From an optimization exercise on the open Yosys and OpenROAD flow, aimed at small area, a short achievable clock period and few clock cycles per item; shortcuts taken in it are not production practice. RTL that was checked went through simulation tests only; none was proved equivalent to the original. Power and IR drop assume default switching activity.

epsilon:
==> flow/design.v <==
package bps_pkg;
  localparam int unsigned PATTERN_WORDS = 7;
  localparam int unsigned CFG_DATA_W    = 64;
  localparam int unsigned CFG_IDX_W     = 3;
  localparam int unsigned LEN_W         = 6;
  localparam int unsigned START_W       = 16;
  typedef enum logic [CFG_IDX_W-1:0] {
    CFG_BOUNDARY_LENGTH = 3'd0,
    CFG_PATTERN_WORD_0  = 3'd1,
    CFG_PATTERN_WORD_1  = 3'd2,
    CFG_PATTERN_WORD_2  = 3'd3,
    CFG_PATTERN_WORD_3  = 3'd4,
    CFG_PATTERN_WORD_4  = 3'd5,
    CFG_PATTERN_WORD_5  = 3'd6,
    CFG_PATTERN_WORD_6  = 3'd7
  } cfg_idx_e;
  typedef struct packed {
    logic [7:0] data_byte;
    logic       last_byte;
  } in_t;
  typedef struct packed {
    logic               found;
    logic               full_res;
    logic [START_W-1:0] match_start;
    logic [LEN_W-1:0]   bytes_missing;
  } out_t;
endpackage
module boundary_prefix_search #(
  parameter int unsigned      MAX_BOUNDARY   = 56,
  parameter longint unsigned  MAX_STRING_LEN = 65536
) (
  input  logic                                clk_i,
  input  logic                                rst_ni,
  input  logic                                in_valid_i,
  output logic                                in_stall_o,
  input  logic [8:0]                          in_data_i,
  output logic                                out_valid_o,
  input  logic                                out_stall_i,
  output logic [23:0]                         out_data_o,
  input  logic                                cfg_we_i,
  input  logic [2:0]                          cfg_idx_i,
  input  logic [63:0]                         cfg_data_i
);
  localparam int unsigned NB = 56;
  logic [5:0]         lenm1_q;            
  logic [NB-1:0][7:0] pat_q;
  logic [6:0]         wv_q;               
  logic [5:0]         lenm1_d;
  always_comb begin
    if (cfg_data_i[5:0] == 6'd0)       lenm1_d = 6'd0;
    else if (cfg_data_i[5:0] > 6'd56)  lenm1_d = 6'd55;
    else                               lenm1_d = cfg_data_i[5:0] - 6'd1;
  end
  always_ff @(posedge clk_i or negedge rst_ni) begin
    if (!rst_ni) begin
      lenm1_q <= 6'd0;
      wv_q    <= '0;
    end else if (cfg_we_i) begin
      if (cfg_idx_i == 3'd0) lenm1_q <= lenm1_d;
      else                   wv_q[cfg_idx_i - 3'd1] <= 1'b1;
    end
  end
  always_ff @(posedge clk_i) begin
    for (int w = 0; w < 7; w++) begin
      if (cfg_we_i && cfg_idx_i == 3'(w + 1)) begin
        for (int j = 0; j < 8; j++) pat_q[w*8 + j] <= cfg_data_i[j*8 +: 8];
      end
    end
  end
  logic stall_q;
  logic s1_valid_q, l_valid_q, l_last_q, l_ph_q, out_valid_q;
  logic s1_ready, l_ready, out_free, move;
  logic s1_valid_d, l_valid_d, l_last_d, l_ph_d, out_valid_d;
  logic [7:0] s1_byte_q;
  logic [7:0] s1_nbyte_q;                 
  logic       s1_last_q;
  assign out_free = !out_valid_q || !out_stall_i;
  assign l_ready  = !l_valid_q || !l_last_q || (l_ph_q && out_free);
  assign s1_ready = !s1_valid_q || l_ready;
  assign move     = l_valid_q && l_last_q && l_ph_q && out_free;
  always_comb begin
    s1_valid_d  = s1_ready ? (in_valid_i && !stall_q) : s1_valid_q;
    l_valid_d   = l_ready ? s1_valid_q : l_valid_q;
    l_last_d    = l_ready ? (s1_valid_q && s1_last_q) : l_last_q;
    l_ph_d      = l_valid_q && l_last_q && !l_ready;
    out_valid_d = move || (out_valid_q && out_stall_i);
  end
  always_ff @(posedge clk_i or negedge rst_ni) begin
    if (!rst_ni) begin
      stall_q     <= 1'b0;
      s1_valid_q  <= 1'b0;
      l_valid_q   <= 1'b0;
      l_last_q    <= 1'b0;
      l_ph_q      <= 1'b0;
      out_valid_q <= 1'b0;
    end else begin
      stall_q     <= s1_valid_d && l_valid_d && l_last_d && (!l_ph_d || out_valid_d);
      l_ph_q      <= l_ph_d;
      s1_valid_q  <= s1_valid_d;
      l_valid_q   <= l_valid_d;
      l_last_q    <= l_last_d;
      out_valid_q <= out_valid_d;
    end
  end
  always_ff @(posedge clk_i) begin
    if (s1_ready) begin
      s1_byte_q  <= in_data_i[8:1];
      s1_nbyte_q <= ~in_data_i[8:1];
      s1_last_q <= in_data_i[0];
    end
  end
  logic [NB-1:0] live_q, live_d, hit;
  logic [15:0]   pcnt_q, pcnt_d;          
  logic          first_q;                 
  logic          full_seen_q;
  logic          full_now;
  logic          l_take;
  logic          at_lim;
  logic          zbyte;
  assign l_take = s1_valid_q && l_ready;
  always_comb begin
    zbyte = (s1_byte_q == 8'd0);
    for (int k = 0; k < NB; k++) begin
      if (k < NB/2) hit[k] = wv_q[k/8] ? (pat_q[k] == s1_byte_q) : zbyte;
      else          hit[k] = wv_q[k/8] ? (pat_q[k] == ~s1_nbyte_q) : zbyte;
    end
    at_lim    = !first_q && (pcnt_q == 16'hFFFF);
    live_d[0] = hit[0] && !at_lim;
    for (int k = 1; k < NB; k++) begin
      live_d[k] = hit[k] && live_q[k-1] && !first_q && !at_lim;
    end
    if (first_q)                                                   pcnt_d = 16'd1;
    else if (pcnt_q == 16'hFFFF || full_seen_q || (l_valid_q && full_now)) pcnt_d = pcnt_q;
    else                                                           pcnt_d = pcnt_q + 16'd1;
  end
  always_ff @(posedge clk_i or negedge rst_ni) begin
    if (!rst_ni) begin
      first_q     <= 1'b1;
      full_seen_q <= 1'b0;
    end else begin
      if (l_take) first_q <= s1_last_q;
      if (l_valid_q && l_ready) full_seen_q <= !l_last_q && (full_seen_q || full_now);
    end
  end
  always_ff @(posedge clk_i) begin
    if (l_take) begin
      live_q <= live_d;
      pcnt_q <= pcnt_d;
    end
  end
  logic [63:0] scan;
  logic        tail_hit;
  logic [5:0]  tail_k;
  logic        full;
  logic [31:0] v1;  logic [31:0][0:0] i1;
  logic [15:0] v2;  logic [15:0][1:0] i2;
  logic [7:0]  v3;  logic [7:0][2:0]  i3;
  logic [3:0]  v4;  logic [3:0][3:0]  i4;
  logic [1:0]  v5;  logic [1:0][4:0]  i5;
  always_comb begin
    full_now = live_q[lenm1_q];
    scan     = 64'(live_q);
    for (int n = 0; n < 32; n++) begin
      v1[n] = scan[2*n+1] | scan[2*n];
      i1[n] = scan[2*n+1];
    end
    for (int n = 0; n < 16; n++) begin
      v2[n] = v1[2*n+1] | v1[2*n];
      i2[n] = v1[2*n+1] ? {1'b1, i1[2*n+1]} : {1'b0, i1[2*n]};
    end
    for (int n = 0; n < 8; n++) begin
      v3[n] = v2[2*n+1] | v2[2*n];
      i3[n] = v2[2*n+1] ? {1'b1, i2[2*n+1]} : {1'b0, i2[2*n]};
    end
    for (int n = 0; n < 4; n++) begin
      v4[n] = v3[2*n+1] | v3[2*n];
      i4[n] = v3[2*n+1] ? {1'b1, i3[2*n+1]} : {1'b0, i3[2*n]};
    end
    for (int n = 0; n < 2; n++) begin
      v5[n] = v4[2*n+1] | v4[2*n];
      i5[n] = v4[2*n+1] ? {1'b1, i4[2*n+1]} : {1'b0, i4[2*n]};
    end
    tail_hit = v5[1] | v5[0];
    tail_k   = v5[1] ? {1'b1, i5[1]} : {1'b0, i5[0]};
  end
  function automatic logic [6:0] add_inv6(input logic [5:0] a, input logic [5:0] b,
                                          input logic ci);
    logic [5:0] x, g0, t0, g1, t1, g2, t2, g3;
    logic [6:0] c;
    x  = a ^ ~b;
    g0 = a & ~b;
    t0 = a | ~b;
    g0[0] = g0[0] | (t0[0] & ci);
    for (int i = 0; i < 6; i++) begin
      g1[i] = (i >= 1) ? (g0[i] | (t0[i] & g0[i-1])) : g0[i];
      t1[i] = (i >= 1) ? (t0[i] & t0[i-1]) : 1'b0;
    end
    for (int i = 0; i < 6; i++) begin
      g2[i] = (i >= 2) ? (g1[i] | (t1[i] & g1[i-2])) : g1[i];
      t2[i] = (i >= 2) ? (t1[i] & t1[i-2]) : 1'b0;
    end
    for (int i = 0; i < 6; i++) begin
      g3[i] = (i >= 4) ? (g2[i] | (t2[i] & g2[i-4])) : g2[i];
    end
    c = {g3, ci};
    add_inv6 = {c[6], x ^ c[5:0]};
  endfunction
  function automatic logic [9:0] dec10(input logic [9:0] a);
    for (int i = 0; i < 10; i++) begin
      dec10[i] = a[i] ^ ~(|(a & ((10'd1 << i) - 10'd1)));
    end
  endfunction
  logic [6:0]  lo_full, lo_tail;
  logic [9:0]  hi_m1;
  logic [15:0] start_full, start_tail;
  logic [23:0] res;
  logic        r_full_q, r_hit_q;
  logic [5:0]  r_k_q;
  always_ff @(posedge clk_i) begin
    r_full_q <= full_seen_q || full_now;
    r_hit_q  <= tail_hit;
    r_k_q    <= tail_k;
  end
  always_comb begin
    full       = r_full_q;
    hi_m1      = dec10(pcnt_q[15:6]);
    lo_full    = add_inv6(pcnt_q[5:0], lenm1_q, 1'b0);
    lo_tail    = add_inv6(pcnt_q[5:0], r_k_q, 1'b0);
    start_full = {lo_full[6] ? pcnt_q[15:6] : hi_m1, lo_full[5:0]};
    start_tail = {lo_tail[6] ? pcnt_q[15:6] : hi_m1, lo_tail[5:0]};
    res = '0;
    if (full) begin
      res[23]   = 1'b1;
      res[22]   = 1'b1;
      res[21:6] = start_full;
    end else if (r_hit_q) begin
      res[23]   = 1'b1;
      res[21:6] = start_tail;
      res[5:0]  = add_inv6(lenm1_q, r_k_q, 1'b1);
    end
  end
  logic [23:0] out_q;
  always_ff @(posedge clk_i) begin
    if (move) out_q <= res;
  end
  assign in_stall_o  = stall_q;
  assign out_valid_o = out_valid_q;
  assign out_data_o  = out_q;
endmodule
==> flow/config.mk <==
export PLATFORM = sky130hd
export DESIGN_NAME = boundary_prefix_search
export DESIGN_NICKNAME = boundary_prefix_search
export VERILOG_FILES = /design/flow/design.v
export SDC_FILE = /design/flow/constraint.sdc
export NUM_CORES = 4
export LEC_CHECK = 0
export ABC_CLOCK_PERIOD_IN_PS = 2800
export CAP_MARGIN = 20
export CORE_MARGIN = 2
export CORE_UTILIZATION = 40
export SETUP_SLACK_MARGIN = 4.7
export SLEW_MARGIN = 20
==> flow/constraint.sdc <==
create_clock -name core_clock -period 7.5 [get_ports {clk_i}]
set_input_delay 1.5000 -clock core_clock [delete_from_list [all_inputs] [get_ports {clk_i}]]
set_output_delay 1.5000 -clock core_clock [all_outputs]
set_load 0.01 [all_outputs]
run.sh (not shown) runs the stock make flow with config.mk's settings and CLKGATE_MAP_FILE= SYNTH_SCRIPT=/design/flow/synth_recipe.tcl, a recipe that flattens the netlist after the stock synthesis.
epsilon | status: complete | timing, DRC, antenna: pass
Testbench counts of epsilon, summed over its fixed seeds: cycles 140,479, bytes 139,750.
> inputs changed (epsilon -> beta)
--- a/flow/design.v
+++ b/flow/design.v
@@ -181,36 +181,21 @@
       i5[n] = v4[2*n+1] ? {1'b1, i4[2*n+1]} : {1'b0, i4[2*n]};
     end
     tail_hit = v5[1] | v5[0];
     tail_k   = v5[1] ? {1'b1, i5[1]} : {1'b0, i5[0]};
   end
-  function automatic logic [6:0] add_inv6(input logic [5:0] a, input logic [5:0] b,
-                                          input logic ci);
-    logic [5:0] x, g0, t0, g1, t1, g2, t2, g3;
-    logic [6:0] c;
-    x  = a ^ ~b;
-    g0 = a & ~b;
-    t0 = a | ~b;
-    g0[0] = g0[0] | (t0[0] & ci);
+  function automatic logic [6:0] add_inv6(input logic [5:0] a, input logic [5:0] b);
+    logic [5:0] g, p, c;
+    logic       cy;
+    g  = a & ~b;
+    p  = a ^ ~b;
+    cy = 1'b0;
     for (int i = 0; i < 6; i++) begin
-      g1[i] = (i >= 1) ? (g0[i] | (t0[i] & g0[i-1])) : g0[i];
-      t1[i] = (i >= 1) ? (t0[i] & t0[i-1]) : 1'b0;
-    end
-    for (int i = 0; i < 6; i++) begin
-      g2[i] = (i >= 2) ? (g1[i] | (t1[i] & g1[i-2])) : g1[i];
-      t2[i] = (i >= 2) ? (t1[i] & t1[i-2]) : 1'b0;
-    end
-    for (int i = 0; i < 6; i++) begin
-      g3[i] = (i >= 4) ? (g2[i] | (t2[i] & g2[i-4])) : g2[i];
-    end
-    c = {g3, ci};
-    add_inv6 = {c[6], x ^ c[5:0]};
-  endfunction
-  function automatic logic [9:0] dec10(input logic [9:0] a);
-    for (int i = 0; i < 10; i++) begin
-      dec10[i] = a[i] ^ ~(|(a & ((10'd1 << i) - 10'd1)));
-    end
+      c[i] = cy;
+      cy   = g[i] | (p[i] & cy);
+    end
+    add_inv6 = {cy, p ^ c};
   endfunction
   logic [6:0]  lo_full, lo_tail;
   logic [9:0]  hi_m1;
   logic [15:0] start_full, start_tail;
   logic [23:0] res;
@@ -221,24 +206,24 @@
     r_hit_q  <= tail_hit;
     r_k_q    <= tail_k;
   end
   always_comb begin
     full       = r_full_q;
-    hi_m1      = dec10(pcnt_q[15:6]);
-    lo_full    = add_inv6(pcnt_q[5:0], lenm1_q, 1'b0);
-    lo_tail    = add_inv6(pcnt_q[5:0], r_k_q, 1'b0);
+    hi_m1      = pcnt_q[15:6] - 10'd1;
+    lo_full    = add_inv6(pcnt_q[5:0], lenm1_q);
+    lo_tail    = add_inv6(pcnt_q[5:0], r_k_q);
     start_full = {lo_full[6] ? pcnt_q[15:6] : hi_m1, lo_full[5:0]};
     start_tail = {lo_tail[6] ? pcnt_q[15:6] : hi_m1, lo_tail[5:0]};
     res = '0;
     if (full) begin
       res[23]   = 1'b1;
       res[22]   = 1'b1;
       res[21:6] = start_full;
     end else if (r_hit_q) begin
       res[23]   = 1'b1;
       res[21:6] = start_tail;
-      res[5:0]  = add_inv6(lenm1_q, r_k_q, 1'b1);
+      res[5:0]  = lenm1_q - r_k_q;
     end
   end
   logic [23:0] out_q;
   always_ff @(posedge clk_i) begin
     if (move) out_q <= res;
--- outcome ---
Comparing epsilon with beta, the cell area came out essentially unchanged.
Diff epsilon -> beta: relative slew slack now smaller, setup slack now smaller, number of DRC markers after the initial detailed-route iteration now larger, part of the total power dissipated in the clock network comparable.
beta against epsilon: number of buffers inserted by hold repair at cts did not really move, global-route total usage across every layer did not really move, placement row count did not really move, first-pass GRT wire length went up.
Diff epsilon -> beta: overall die area shows no meaningful change, final period utilization shows an increase of 4.7 points.
Launch point of the worst path: lenm1_q[0]$_DFFE_PN0P_ -> beta, cfg_idx_i[0] -> epsilon
For beta, only the layout was checked, not whether the RTL still works.

port drivers added, routing unchanged:
The results above use ideal ports. As a check the final layouts listed here were re-extracted and re-timed, cells and wires unchanged. Step 1: set_driving_cell puts a clkbuf_16 on clk_i and a buf_2 on each other input, an assumption about the parent block. Step 2 also shifts input and output timing later by t, the mid clock arrival at the registers, as if the neighbouring blocks saw the same clock. Slacks: no drivers / after step 1 / after step 2; pairs: no drivers / after step 1.
| run | shift t [ns] | slack for setup (ns) | latest minus earliest clock arrival (ns) | slew at the worst register clock pin (ns) | pins driven straight from the clock port |
|---|---|---|---|---|---|
| epsilon | 0.649 | 4.634 / 4.673 / 4.024 | 0.028 / 0.028 | 0.06 / 0.06 | 1 |
| beta | 0.682 | 4.279 / 4.279 / 3.992 | 0.033 / 0.034 | 0.07 / 0.07 | 1 |
After both steps setup and hold are still met in every run listed. For epsilon, which loses most, drivers alone change the setup slack by +0.039 ns; drivers and shift together by -0.610 ns.
